This design comes from an exercise in tuning for small area, a short achievable clock period and few clock cycles per item on the open sky130 flow, not from production work.
Only simulation tests tie the RTL to the original design; equivalence was not proved.

==> flow/design.v (outline; a module is shown in full before it is edited, if it fits) <==
// module rga_csa_mul: 915 lines
// module rga_add31: 372 lines
// module rational_arith_gcd_reduce_top: 341 lines
module rational_arith_gcd_reduce_top (
  input  logic               clk,
  input  logic               rst,
  input  logic               operands_valid,
  output logic               operands_ready,
  input  logic [1:0]         operands_command,
  input  logic signed [15:0] operands_left_num,
  input  logic        [14:0] operands_left_den,
  input  logic signed [15:0] operands_right_num,
  input  logic        [14:0] operands_right_den,
  output logic               result_valid,
  input  logic               result_ready,
  output logic signed [31:0] result_result_num,
  output logic        [30:0] result_result_den,
  output logic               result_status
);
  // ...
==> flow/run.sh <==
#!/bin/bash
# synth_recipe.tcl (not shown) runs the flow's synth.tcl, then flattens the netlist and writes it again
# the make line also repeats each setting of config.mk as NAME=value (left out here)
make -C /OpenROAD-flow-scripts/flow DESIGN_CONFIG=/design/flow/config.mk WORK_HOME=/design/flow/orfs CLKGATE_MAP_FILE= SYNTH_SCRIPT=/design/flow/synth_recipe.tcl finish
==> flow/config.mk <==
export PLATFORM = sky130hd
export DESIGN_NAME = rational_arith_gcd_reduce_top
export DESIGN_NICKNAME = rational_arith_gcd_reduce_top
export VERILOG_FILES = /design/flow/design.v
export SDC_FILE = /design/flow/constraint.sdc
export NUM_CORES = 4
export LEC_CHECK = 0
export CAP_MARGIN = 20
export CORE_MARGIN = 2
export CORE_UTILIZATION = 55
export PLACE_DENSITY = 0.65
export SETUP_SLACK_MARGIN = 3.5
export SLEW_MARGIN = 20
==> flow/constraint.sdc <==
create_clock -name core_clock -period 9.0 [get_ports {clk}]
set_input_delay 1.8000 -clock core_clock [delete_from_list [all_inputs] [get_ports {clk}]]
set_output_delay 1.8000 -clock core_clock [all_outputs]
set_load 0.01 [all_outputs]
==> impl_metrics.tcl, run 1 <==
set metrics [dict create \
    setup.worst_path.start_class "flip-flop" \
    top_level_ports 134 \
    adder_cell_area_share_of_the_yosys_netlist_pct 19.3 \
    tritoncts "yes" \
    share_of_cell_area_taken_by_flip_flops_and_latches_pct 23.2 \
    die_x_um 253 \
    final_util_pct 60.4 \
    start_util_pct 55.4 \
    worst-path-stages 13 \
    post_route_cells_drive_above_1_share_pct 5.31 \
    synthesis.area_um2 34000 \
    route.layer.met1.wl_um 43600 \
    routed_via_density 6.40 \
    report.final.setup_viol 0 \
    criticalPathCategory "flip-flop to flip-flop" \
    globalRouteMet3Util_pct 5.39 \
    detailedRoute.firstIterationViolations 2571 \
    synth_top_family_by_area "adder cells" \
    regToRegSetupSlack_ns 3.79 \
    cts.clk_slew.worst_paths_ns 0.06 \
    comb.multi_input.count 2953 \
    outcome "timing/DRC/antenna clean" \
    cts-resized-gates 0 \
    yosys.area_share.xor_xnor_pct 4.41 \
    sequential_cell_total 341 \
    netlist_instances 3850 \
    clk_path_buf_depth 3 \
    final.signal_inverter_count 321 \
    worst_r2r_startpoint "v[0]" \
]
Testbench counts, summed over its fixed seeds: cycles 39,685, items 2,400.
==> module rational_arith_gcd_reduce_top, before the edit <==
module rational_arith_gcd_reduce_top (
  input  logic               clk,
  input  logic               rst,
  input  logic               operands_valid,
  output logic               operands_ready,
  input  logic [1:0]         operands_command,
  input  logic signed [15:0] operands_left_num,
  input  logic        [14:0] operands_left_den,
  input  logic signed [15:0] operands_right_num,
  input  logic        [14:0] operands_right_den,
  output logic               result_valid,
  input  logic               result_ready,
  output logic signed [31:0] result_result_num,
  output logic        [30:0] result_result_den,
  output logic               result_status
);
  localparam int K = 4;
  typedef enum logic [2:0] {
    S_IDLE, S_M0, S_M1, S_M2, S_M3, S_GCD, S_OUT
  } state_t;
  state_t state;
  state_t state_n;
  logic   pending;     
  logic   pending_n;
  logic   p1;          
  logic   p1_n;
  logic [1:0]  cmd;
  logic [14:0] cm;
  logic [14:0] bd;
  logic [14:0] dd;
  logic        an;
  logic        cn;
  logic fl_md;    
  logic fl_an;    
  logic fl_s2;    
  logic [30:0]        u;
  logic [30:0]        v;
  logic signed [31:0] a0;
  logic [29:0]        a1;
  logic signed [31:0] b0;
  logic [29:0]        b1;
  logic               status;
  logic in_m1;
  logic in_m2;
  logic in_m3;
  logic in_gcd;
  logic in_out;
  logic ready_q;
  logic take;
  assign operands_ready = ready_q;
  assign take = operands_valid && ready_q;
  logic [31:0] s1;     
  logic [30:0] dm;     
  logic [30:0] dmag;   
  logic        gt;     
  logic        u_zero;
  logic        uv_eq;
  assign s1 = {1'b0, u} - {1'b0, v};
  assign gt = !s1[31];
  always_comb begin
    logic [31:0] m;
    m = {1'b0, u ^ v};
    for (int s = 1; s < 32; s = s * 2) m = m | (m << s);
    dm    = m[29:0] << 1;
    uv_eq = !m[30];
  end
  assign dmag   = s1[30:0] ^ (gt ? 31'd0 : dm);
  assign u_zero = (u == '0);
  function automatic logic [2:0] tz(input logic [K-1:0] x);
    tz = 3'(K);
    for (int i = K - 1; i >= 0; i--) begin
      if (x[i]) tz = 3'(i);
    end
  endfunction
  logic st_both_even;
  logic st_swap;
  logic st_vstrip;
  logic st_sub;
  assign st_both_even = !u[0] && !v[0];
  assign st_swap      = !u[0] && v[0];
  assign st_vstrip    = u[0] && !v[0];
  assign st_sub       = u[0] && v[0];
  logic [2:0] kv;   
  logic [2:0] kb;   
  always_comb begin
    if (st_sub) begin
      kv = tz(s1[K-1:0]);
      kb = kv;
    end else if (st_vstrip) begin
      kv = tz(v[K-1:0]);
      kb = kv;
    end else if (st_both_even) begin
      kv = 3'd1;
      kb = 3'd0;
    end else begin
      kv = 3'd0;
      kb = 3'd0;
    end
  end
  logic [30:0]        vsrc;
  logic signed [31:0] bsrc0;
  logic [29:0]        bsrc1;
  logic [30:0]        v_step;
  logic signed [31:0] b0_step;
  logic [29:0]        b1_step;
  logic [30:0]        u_step;
  always_comb begin
    if (st_sub) begin
      vsrc  = dmag;
      bsrc0 = gt ? a0 : b0;
      bsrc1 = gt ? a1 : b1;
      u_step = gt ? v : u;
    end else if (st_swap) begin
      vsrc  = u;
      bsrc0 = a0;
      bsrc1 = a1;
      u_step = v;
    end else begin
      vsrc  = v;
      bsrc0 = b0;
      bsrc1 = b1;
      u_step = st_both_even ? (u >> 1) : u;
    end
  end
  assign v_step  = vsrc >> kv;
  assign b0_step = bsrc0 <<< kb;
  assign b1_step = bsrc1 << kb;
  logic gcd_done;
  assign gcd_done = uv_eq;
  logic den_zero;
  logic n_zero;
  logic early;
  assign den_zero = ((ps ^ pc) == 31'((ps | pc) << 1));
  assign n_zero   = in_m2 ? u_zero : (same ? (u_zero && uv_eq) : uv_eq);
  assign early    = den_zero || n_zero;
  always_comb begin
    state_n   = state;
    pending_n = pending;
    p1_n      = p1;
    unique case (state)
      S_IDLE: if (take) state_n = S_M0;
      S_M0:   state_n = S_M1;
      S_M1: begin
        if (take) pending_n = 1'b1;
        state_n = S_M2;
      end
      S_M2: begin
        if (take) pending_n = 1'b1;
        p1_n    = pending;
        state_n = !fl_md ? S_M3 : early ? S_OUT : S_GCD;
      end
      S_M3: begin
        if (take) pending_n = 1'b1;
        p1_n    = pending;
        state_n = early ? S_OUT : S_GCD;
      end
      S_GCD: begin
        if (take) pending_n = 1'b1;
        p1_n = pending;
        if (gcd_done) state_n = S_OUT;
      end
      S_OUT: begin
        if (pending && p1) begin
          if (result_ready) begin
            state_n   = S_M2;
            pending_n = 1'b0;
            p1_n      = 1'b0;
          end
        end else if (pending) begin
          p1_n = 1'b1;
          if (result_ready) begin
            state_n   = S_M1;
            pending_n = 1'b0;
            p1_n      = 1'b0;
          end
        end else begin
          if (take) pending_n = 1'b1;
          if (result_ready) begin
            state_n   = take ? S_M0 : S_IDLE;
            pending_n = 1'b0;
          end
        end
      end
      default: state_n = S_IDLE;
    endcase
  end
  logic iss2_n;
  logic iss3_n;
  assign iss2_n = (state_n == S_M1) || (state_n == S_OUT && pending_n && p1_n);
  assign iss3_n = (state_n == S_M2);
  logic [14:0] mx;
  logic        mxs;
  logic [14:0] my;
  logic        mys;
  logic [30:0] csa_s;
  logic [30:0] csa_c;
  logic [30:0] ps;
  logic [30:0] pc;
  logic [30:0] prod;
  rga_csa_mul u_mul (
    .x  (mx),
    .sx (mxs),
    .y  (my),
    .sy (mys),
    .s (csa_s),
    .c (csa_c)
  );
  rga_add31 u_add_p (
    .a   (ps),
    .b   (pc),
    .cin (1'b0),
    .s   (prod)
  );
  logic signed [31:0] ab0;
  logic [29:0]        ab1;
  assign ab0 = a0 + b0;
  assign ab1 = a1 + b1;
  logic        s2sgn;
  logic        same;
  logic [30:0] nmag;
  logic        nneg;
  assign s2sgn = fl_s2;
  assign same  = (fl_an == fl_s2);
  always_comb begin
    if (same) begin
      nmag = ab0[30:0];
      nneg = fl_an;
    end else begin
      nmag = dmag;
      nneg = gt ? fl_an : s2sgn;
    end
  end
  logic first_in;   
  assign first_in = in_m1 || (in_out && pending && p1 && result_ready);
  logic [1:0] cmd_n;
  assign cmd_n = take ? operands_command : cmd;
  always_ff @(posedge clk) begin
    if (rst) begin
      state   <= S_IDLE;
      pending <= 1'b0;
      p1      <= 1'b0;
      in_m1   <= 1'b0;
      in_m2   <= 1'b0;
      in_m3   <= 1'b0;
      in_gcd  <= 1'b0;
      in_out  <= 1'b0;
      ready_q <= 1'b0;
    end else begin
      state   <= state_n;
      pending <= pending_n;
      p1      <= p1_n;
      in_m1   <= (state_n == S_M1);
      in_m2   <= (state_n == S_M2);
      in_m3   <= (state_n == S_M3);
      in_gcd  <= (state_n == S_GCD);
      in_out  <= (state_n == S_OUT);
      ready_q <= !pending_n && (state_n == S_IDLE || state_n == S_GCD || state_n == S_OUT ||
                                state_n == S_M2 || state_n == S_M3 ||
                                (state_n == S_M1 && cmd_n[1]));
    end
  end
  always_ff @(posedge clk) begin
    if (take) begin
      cmd <= operands_command;
      mx  <= operands_left_num[14:0] ^ {15{operands_left_num[15]}};
      mxs <= operands_left_num[15];
      cm  <= operands_right_num[14:0] ^ {15{operands_right_num[15]}};
      my  <= (operands_command != 2'd2) ? operands_right_den :
             operands_right_num[14:0] ^ {15{operands_right_num[15]}};
      mys <= (operands_command == 2'd2) && operands_right_num[15];
      an  <= operands_left_num[15];
      cn  <= operands_right_num[15];
      bd  <= operands_left_den;
      dd  <= operands_right_den;
    end else if (iss2_n) begin
      mx  <= bd;
      mxs <= 1'b0;
      my  <= (cmd == 2'd2) ? dd : cm;
      mys <= (cmd != 2'd2) && cn;
    end else if (iss3_n) begin
      my  <= dd;
      mys <= 1'b0;
    end
    if (!(in_out && pending && p1 && !result_ready)) begin
      ps <= csa_s;
      pc <= csa_c;
    end
    if (first_in) begin
      fl_md <= cmd[1];
      fl_an <= cmd[1] ? (an ^ cn) : an;
      fl_s2 <= cn ^ (cmd == 2'd1);
    end
    if (first_in) begin
      u  <= prod;
      b0 <= 32'(prod);
    end
    if (in_m2) begin
      v <= prod;
      if (!fl_md) begin
        a0 <= 32'(prod);
      end else begin
        a0     <= early ? 32'sd0 : fl_an ? -32'sd1 : 32'sd1;
        a1     <= early ? 30'd1 : 30'd0;
        b0     <= '0;
        b1     <= 30'd1;
        status <= den_zero;
      end
    end
    if (in_m3) begin
      u      <= nmag;
      v      <= prod;
      a0     <= early ? 32'sd0 : nneg ? -32'sd1 : 32'sd1;
      a1     <= early ? 30'd1 : 30'd0;
      b0     <= '0;
      b1     <= 30'd1;
      status <= den_zero;
    end
    if (in_gcd) begin
      if (uv_eq) begin
        a0 <= ab0;
        a1 <= ab1;
      end else begin
        u  <= u_step;
        v  <= v_step;
        b0 <= b0_step;
        b1 <= b1_step;
        if (st_sub) begin
          a0 <= ab0;
          a1 <= ab1;
        end else if (st_swap) begin
          a0 <= b0;
          a1 <= b1;
        end
      end
    end
  end
  assign result_valid      = in_out;
  assign result_result_num = a0;
  assign result_result_den = {1'b0, a1};
  assign result_status     = status;
endmodule
==> run 2: changes to the inputs <==
--- a/flow/design.v
+++ b/flow/design.v
@@ -1326,9 +1326,9 @@
   logic   p1;          
   logic   p1_n;
   logic [1:0]  cmd;
-  logic [14:0] cm;
   logic [14:0] bd;
-  logic [14:0] dd;
+  logic [14:0] mo;
+  logic        mos;
   logic        an;
   logic        cn;
   logic fl_md;    
@@ -1381,21 +1381,16 @@
   assign st_swap      = !u[0] && v[0];
   assign st_vstrip    = u[0] && !v[0];
   assign st_sub       = u[0] && v[0];
-  logic [2:0] kv;   
-  logic [2:0] kb;   
+  logic [1:0] ks;   
   always_comb begin
     if (st_sub) begin
-      kv = tz(s1[K-1:0]);
-      kb = kv;
+      ks = 2'(tz(s1[K-1:0]) - 3'd1);
     end else if (st_vstrip) begin
-      kv = tz(v[K-1:0]);
-      kb = kv;
-    end else if (st_both_even) begin
-      kv = 3'd1;
-      kb = 3'd0;
+      ks = 2'(tz(v[K-1:0]) - 3'd1);
+    end else if (st_swap) begin
+      ks = 2'(tz(u[K-1:0]) - 3'd1);
     end else begin
-      kv = 3'd0;
-      kb = 3'd0;
+      ks = 2'd0;
     end
   end
   logic [30:0]        vsrc;
@@ -1423,9 +1418,9 @@
       u_step = st_both_even ? (u >> 1) : u;
     end
   end
-  assign v_step  = vsrc >> kv;
-  assign b0_step = bsrc0 <<< kb;
-  assign b1_step = bsrc1 << kb;
+  assign v_step  = (vsrc >> 1) >> ks;
+  assign b0_step = (bsrc0 <<< 1) <<< ks;
+  assign b1_step = (bsrc1 << 1) << ks;
   logic gcd_done;
   assign gcd_done = uv_eq;
   logic den_zero;
@@ -1565,22 +1560,27 @@
       cmd <= operands_command;
       mx  <= operands_left_num[14:0] ^ {15{operands_left_num[15]}};
       mxs <= operands_left_num[15];
-      cm  <= operands_right_num[14:0] ^ {15{operands_right_num[15]}};
-      my  <= (operands_command != 2'd2) ? operands_right_den :
-             operands_right_num[14:0] ^ {15{operands_right_num[15]}};
-      mys <= (operands_command == 2'd2) && operands_right_num[15];
+      if (operands_command == 2'd2) begin
+        my  <= operands_right_num[14:0] ^ {15{operands_right_num[15]}};
+        mys <= operands_right_num[15];
+        mo  <= operands_right_den;
+        mos <= 1'b0;
+      end else begin
+        my  <= operands_right_den;
+        mys <= 1'b0;
+        mo  <= operands_right_num[14:0] ^ {15{operands_right_num[15]}};
+        mos <= operands_right_num[15];
+      end
       an  <= operands_left_num[15];
       cn  <= operands_right_num[15];
       bd  <= operands_left_den;
-      dd  <= operands_right_den;
-    end else if (iss2_n) begin
+    end else if ((iss2_n && !(in_m1 || (in_out && pending && p1))) || iss3_n) begin
       mx  <= bd;
       mxs <= 1'b0;
-      my  <= (cmd == 2'd2) ? dd : cm;
-      mys <= (cmd != 2'd2) && cn;
-    end else if (iss3_n) begin
-      my  <= dd;
-      mys <= 1'b0;
+      my  <= mo;
+      mys <= mos;
+      mo  <= my;
+      mos <= mys;
     end
     if (!(in_out && pending && p1 && !result_ready)) begin
       ps <= csa_s;
@@ -1621,10 +1621,12 @@
         a0 <= ab0;
         a1 <= ab1;
       end else begin
-        u  <= u_step;
-        v  <= v_step;
-        b0 <= b0_step;
-        b1 <= b1_step;
+        u <= u_step;
+        v <= v_step;
+        if (!st_both_even) begin
+          b0 <= b0_step;
+          b1 <= b1_step;
+        end
         if (st_sub) begin
           a0 <= ab0;
           a1 <= ab1;
--- a/flow/config.mk
+++ b/flow/config.mk
@@ -9,5 +9,6 @@
 export CORE_MARGIN = 2
 export CORE_UTILIZATION = 55
 export PLACE_DENSITY = 0.65
-export SETUP_SLACK_MARGIN = 3.5
+export SETUP_SLACK_MARGIN = 5
 export SLEW_MARGIN = 20
+export TNS_END_PERCENT = 30
==> impl_metrics.tcl, run 2 <==
set metrics [dict create \
    outcome "timing/DRC/antenna clean" \
    post_synth_num_cell_types 97 \
    die_x_um 246 \
    timing.critical_path.mode_cell "fa_1" \
    setup.worst_path.start_class "flip-flop" \
    most_frequent_cell_after_synthesis "nand2_1" \
    hold_path.class "flip-flop to flip-flop" \
    route.final.wire_length_um 114000 \
    regArea_um2 8150 \
    grt_first_pass_wirelength_um 172000 \
    ant_nets 0 \
    synth_async_sr_flop_share_pct 0 \
    netlist_instances 3807 \
    synth_top_cell_by_area "edfxtp_1" \
    start_util_pct 55.8 \
    tritoncts.num_buffers 41 \
    drv_slew 0 \
    finalHoldViolCount 0 \
    root_buffer_cell "clkbuf_16" \
    ctsHoldBuffers 0 \
    final_cell_area_um2 36900 \
    commonest_cells_in_the_netlist "nand2_1, inv_1, a21oi_1, nor2_1, and2_1" \
    ctsHtreeMaxLevel 2 \
    path_buf_inv 2 \
    tritoncts "yes" \
    floorplan.die_area_um2 60700 \
    detailedRoute.firstIterationViolations 2944 \
    number_of_vias_in_the_routed_layout 30000 \
    top_level_ports 134 \
    number_of_global_route_vias_before_repair 29700 \
    final.period_utilization_pct 46.2 \
    timing.setup.tns_ns 0 \
    cts.clk_slew.worst_paths_ns 0.06 \
    stdcell_count 4683 \
    finClkSkew_ns 0.0306 \
    die_y_um 246 \
    clock_latency_ns 0.59 \
    drt_pass1_iterations 8 \
    criticalPathCategory "flip-flop to flip-flop" \
    grt_start_max_net_pins 100 \
    route.detailed.wl_per_inst_um 24.3 \
    rsz0062_at_grt "yes" \
    end_kind "flip-flop" \
    insertedDiodeCount 0 \
    grt.overflow.total 0 \
    cp_slowest_cell "fa_2" \
    path_delay_family "adder cells" \
    cts_sinks 327 \
    placement.cell_area_um2 34000 \
    max_slew_margin_pct 23.8 \
    post_route_cells_drive_above_1_share_pct 9.65 \
    final_net_count 4348 \
    max_slew.worst_pin.slew_ns 1.13 \
    critical_path.cell_chain "and2_4, fa_1, inv_1, fa_1, fa_2, fa_1, fa_1, inv_1, fa_1" \
    track_usage_pct 36.8 \
    io_buffers 132 \
    top_flip_flop_cell_by_instance_count_after_synthesis "dfxtp_1" \
    final_util_pct 63.7 \
    hold_depth 2 \
    remaining_drc_errors 0 \
    synth_top_cell_area_share_pct 14.9 \
    rows 88 \
    synth_edf_count 160 \
    worstRegToRegCells 9 \
    gp_congestion 0.978 \
    arrival_ns 4.46 \
    commonest_non_fill_non_tap_cell_in_the_layout "nand2_1" \
    core_area_um2 57900 \
    max_clock_freq_ghz 0.241 \
    mostFrequentLayoutCells "nand2_1, inv_1, a21oi_1, nor2_1, and2_1" \
    yosysWarnings 1 \
    hpwl_um 80800 \
    routed_via_density 6.41 \
    clk_path_buf_depth 3 \
    cp.required_ns 9.30 \
    synth_seq_area_share_pct 25.2 \
    place.detailed.instances 4515 \
    biggestRegsByFlops "a0: 32 flops, b0: 32 flops" \
    max_cap_violations 0 \
    synth_area_leaders "edfxtp_1, fa_1, dfxtp_1, ha_1, a21oi_1" \
    worst-path-stages 9 \
    fill_cells 4961 \
    layout_area_growth_over_synthesis_pct 14.2 \
    report.final.setup_viol 0 \
    synthesis.area_um2 32300 \
    grt_antenna_before_repair 1 \
    critical_path_peak_fanout 6 \
    finalCriticalPeriod_ns 4.16 \
    postSynthAreaPerCell_um2 8.49 \
    crit_path_max_incr_delay_ns 0.60 \
    syn-num-nets 4270 \
    ys_seq_elements 327 \
    multiInputGateArea_um2 22700 \
]
-- run 2: cells by family (layout without fill, tap and decap cells) --
group | after synthesis | after routing | synth area share [%]
AOI/OAI and AO/OA | 1039 | 1040 | 20.5
buffers and inverters | 551 | 660 | 6.85
xor gates and xnor gates | 167 | 167 | 4.53
muxes | 157 | 157 | 5.21
and+or+nand+nor | 1170 | 1171 | 17.4
adders and majority gates | 395 | 395 | 20.3
other | 1 | 1 | 0.0116
DFF | 327 | 327 | 25.2
-- run 2: final cells by class --
type                       instances  share of cell area, %
sequential                       327                   22.1
timing repair inverter             1                 0.0136
timing repair buffer             259                   6.67
clock buffer                      53                   3.01
clock inverter                    23                  0.824
inverter                         324                   3.32
tap                              765                   2.59
multi-input combinational       2931                   61.5
-- run 2: routing by layer --
layer	vias up	share of wire [%]	track usage (%)
met5	-	0.0079	0
met4	2	6.2	20.7
met3	436	8.7	6.88
met2	1622	47	60.1
met1	14500	38	45.8
li1	13500	-	-
-- run 2: metrics by stage --
step / hold WS, ns / setup slack [ns]
after floorplan: 0.438 / 4.95
after global placement: 0.460 / 3.78
after detailed placement: 0.464 / 3.71
after CTS: 0.471 / 4.84
after global routing: 0.497 / 4.72
final: 0.471 / 4.84
-- run 2: final timing paths --
check | slack, ns | to | from
max reg2reg | 4.84 | ps[14] | my[10]
min reg2reg | 0.47 | b1[8] | b1[8]
min | 0.47 | b1[8] | b1[8]
max | 4.84 | ps[14] | my[10]
-- run 2: worst reg2reg max path, cell delays in order, from the launching register on --
cell	delay (ns)
edfxtp_1	0.54
and2_4	0.22
fa_1	0.53
inv_1	0.05
fa_1	0.52
fa_2	0.60
fa_1	0.44
fa_1	0.49
inv_1	0.05
fa_1	0.42
-- run 2: timing repair --
action                     4_1_cts  5_1_grt
pin swaps                       29       27
setup endpoints to repair      285      251
gates cloned                     4        2
hold endpoints to repair         0        0
resized for setup               90       90
setup buffers                   55       30
Testbench counts of run 2, summed over its fixed seeds: cycles 38,964, items 2,400.
==> run 3: changes to the inputs <==
--- a/flow/config.mk
+++ b/flow/config.mk
@@ -11,4 +11,3 @@
 export PLACE_DENSITY = 0.65
 export SETUP_SLACK_MARGIN = 5
 export SLEW_MARGIN = 20
-export TNS_END_PERCENT = 30
==> impl_metrics.tcl, run 3 <==
set metrics [dict create \
    die_y_um 246 \
    biggestRegsByFlops "a0: 32 flops, b0: 32 flops" \
    route.final.wire_length_um 111000 \
    post_synth_num_cell_types 97 \
    rsz0062_at_grt "yes" \
    grt_first_pass_wirelength_um 167000 \
    critical_path_peak_fanout 4 \
    regArea_um2 8150 \
    drt_pass1_iterations 6 \
    cp.required_ns 9.30 \
    final_net_count 4358 \
    max_cap_violations 0 \
    synth_top_cell_area_share_pct 14.9 \
    ys_seq_elements 327 \
    hold_path.class "flip-flop to flip-flop" \
    setup.worst_path.start_class "flip-flop" \
    crit_path_max_incr_delay_ns 0.55 \
    layout_area_growth_over_synthesis_pct 14.9 \
    gp_congestion 0.995 \
    final.hold.worst_slack_ns 0.471 \
    mostFrequentLayoutCells "nand2_1, inv_1, a21oi_1, nor2_1, o21ai_0" \
    syn-num-nets 4270 \
    top_flip_flop_cell_by_instance_count_after_synthesis "dfxtp_1" \
    remaining_drc_errors 0 \
    yosysWarnings 1 \
    critical_path.cell_chain "buf_6, and2_4, fa_1, inv_1, fa_2, fa_1, fa_2, fa_1, inv_2, fa_2" \
    tritoncts "yes" \
    path_buf_inv 3 \
    commonest_cells_in_the_netlist "nand2_1, inv_1, a21oi_1, nor2_1, and2_1" \
    routed_via_density 6.34 \
    grt_start_max_net_pins 100 \
    core_area_um2 57900 \
    synth_area_leaders "edfxtp_1, fa_1, dfxtp_1, ha_1, a21oi_1" \
    stdcell_count 4693 \
    number_of_global_route_vias_before_repair 29200 \
    io_buffers 132 \
    fill_cells 5029 \
    report.final.setup_viol 0 \
    max_slew_margin_pct 29.5 \
    finClkSkew_ns 0.0293 \
    max_clock_freq_ghz 0.245 \
    cp_slowest_cell "fa_2" \
    synth_seq_area_share_pct 25.2 \
    end_kind "flip-flop" \
    most_frequent_cell_after_synthesis "nand2_1" \
    place.detailed.instances 4511 \
    synth_edf_count 160 \
    synth_async_sr_flop_share_pct 0 \
    top_level_ports 134 \
    detailedRoute.firstIterationViolations 2897 \
    netlist_instances 3807 \
    cts.clk_slew.worst_paths_ns 0.06 \
    start_util_pct 55.8 \
    track_usage_pct 35.7 \
    drv_slew 0 \
    max_slew.worst_pin.slew_ns 1.06 \
    cts_sinks 327 \
    number_of_vias_in_the_routed_layout 29800 \
    post_route_cells_drive_above_1_share_pct 10.5 \
    hpwl_um 79800 \
    synthesis.area_um2 32300 \
    outcome "timing/DRC/antenna clean" \
    criticalPathCategory "flip-flop to flip-flop" \
    clk_path_buf_depth 3 \
    regToRegSetupSlack_ns 4.91 \
    floorplan.die_area_um2 60700 \
    route.detailed.wl_per_inst_um 23.6 \
    root_buffer_cell "clkbuf_16" \
    multiInputGateArea_um2 22800 \
    grt.overflow.total 0 \
    postSynthAreaPerCell_um2 8.49 \
    synth_top_cell_by_area "edfxtp_1" \
    ctsHoldBuffers 0 \
    timing.setup.tns_ns 0 \
    grt_antenna_before_repair 2 \
    ant_nets 0 \
    finalHoldViolCount 0 \
    ctsHtreeMaxLevel 2 \
    arrival_ns 4.39 \
    path_delay_family "adder cells" \
    die_x_um 246 \
    clock_latency_ns 0.59 \
    tritoncts.num_buffers 40 \
    rows 88 \
    final.period_utilization_pct 45.4 \
    finalCriticalPeriod_ns 4.09 \
    commonest_non_fill_non_tap_cell_in_the_layout "nand2_1" \
]
==> run 3: final timing paths <==
check                           cells past startpoint    from      to
worst max-delay path                               10  my[13]  ps[14]
worst min-delay path                                2  b1[11]  b1[11]
worst max register to register                     10  my[13]  ps[14]
worst min register to register                      2  b1[11]  b1[11]
==> run 3: area by class of cell <==
class	count	area share, %
diodes	1	0.00674
clock buffers	56	3.02
clock inverters	18	0.768
inverters	324	3.31
multi-input cells	2933	61.4
flip-flops and latches	327	21.9
well taps	765	2.58
repair buffers	268	6.98
repair inverters	1	0.0135
==> run 3: kinds of logic after synthesis <==
family,after synthesis,synth area share [%]
AOI/OAI and AO/OA,1039,20.5
xor gates and xnor gates,167,4.53
adders and majority gates,395,20.3
buffers and inverters,551,6.85
DFF,327,25.2
muxes,157,5.21
other,1,0.0116
and+or+nand+nor,1170,17.4
==> run 3: per-layer routing <==
metal	up-vias	track usage (%)	part of all wire [%]
li1	13500	-	-
met5	-	0	0
met1	14400	44.7	39
met2	1495	58.9	47
met4	0	19.1	6.3
met3	377	6.09	8.5
==> run 3: worst register-to-register path: stages (launching register included) <==
cell	delay (ns)
edfxtp_1	0.53
buf_6	0.19
and2_4	0.15
fa_1	0.47
inv_1	0.05
fa_2	0.53
fa_1	0.43
fa_2	0.55
fa_1	0.42
inv_2	0.07
fa_2	0.42
==> run 3: what timing repair did <==
action                                  4_1_cts  5_1_grt
gates resized for setup                     121      100
gates cloned                                  3        6
endpoints found under the setup margin      272      281
pin swaps                                    55       55
setup buffers                                57       40
==> run 3: stage by stage <==
stage | util, % | worst slack (ns) | instance area, µm²
after global placement | 58.7 | 3.81 | 34000
after global routing | 64.1 | 4.86 | 37100
after floorplan | - | 5.01 | 32400
after CTS | 62.7 | 4.89 | 36300
after detailed placement | 58.7 | 3.73 | 34000
final | 64.1 | 4.91 | 37100

afterwards: timing with drivers on the ports:
No port has a modelled driver above. Below, the same layouts with a new extraction and two added sets of constraints. Step 1 sets driving cells, clkbuf_16 on the clock port and buf_2 on the other inputs (assumed; they add their load-dependent delay and slew). Step 2 moves the port delays by t, midway between the first and last clock arrival at a register: inputs arrive t later, outputs are due t later. That takes back most of the time a late clock gives input paths. Slacks: ideal ports / drivers / drivers and shift; pairs: ideal ports / drivers.
run	t, ns	setup WS [ns]	worst hold slack (ns)	clock arrival spread, ns	pins driven straight from the clock port
run 1	0.649	3.792 / 3.792 / 3.792	0.518 / 0.518 / 0.518	0.027 / 0.027	1
run 2	0.635	4.843 / 4.843 / 4.698	0.471 / 0.471 / 0.471	0.030 / 0.030	1
run 3	0.637	4.913 / 4.913 / 4.593	0.471 / 0.471 / 0.471	0.033 / 0.033	1
After both steps every run listed still meets setup and hold. The setup slack of run 3, which loses most, moves by 0.000 ns with the drivers and by -0.320 ns with both steps.
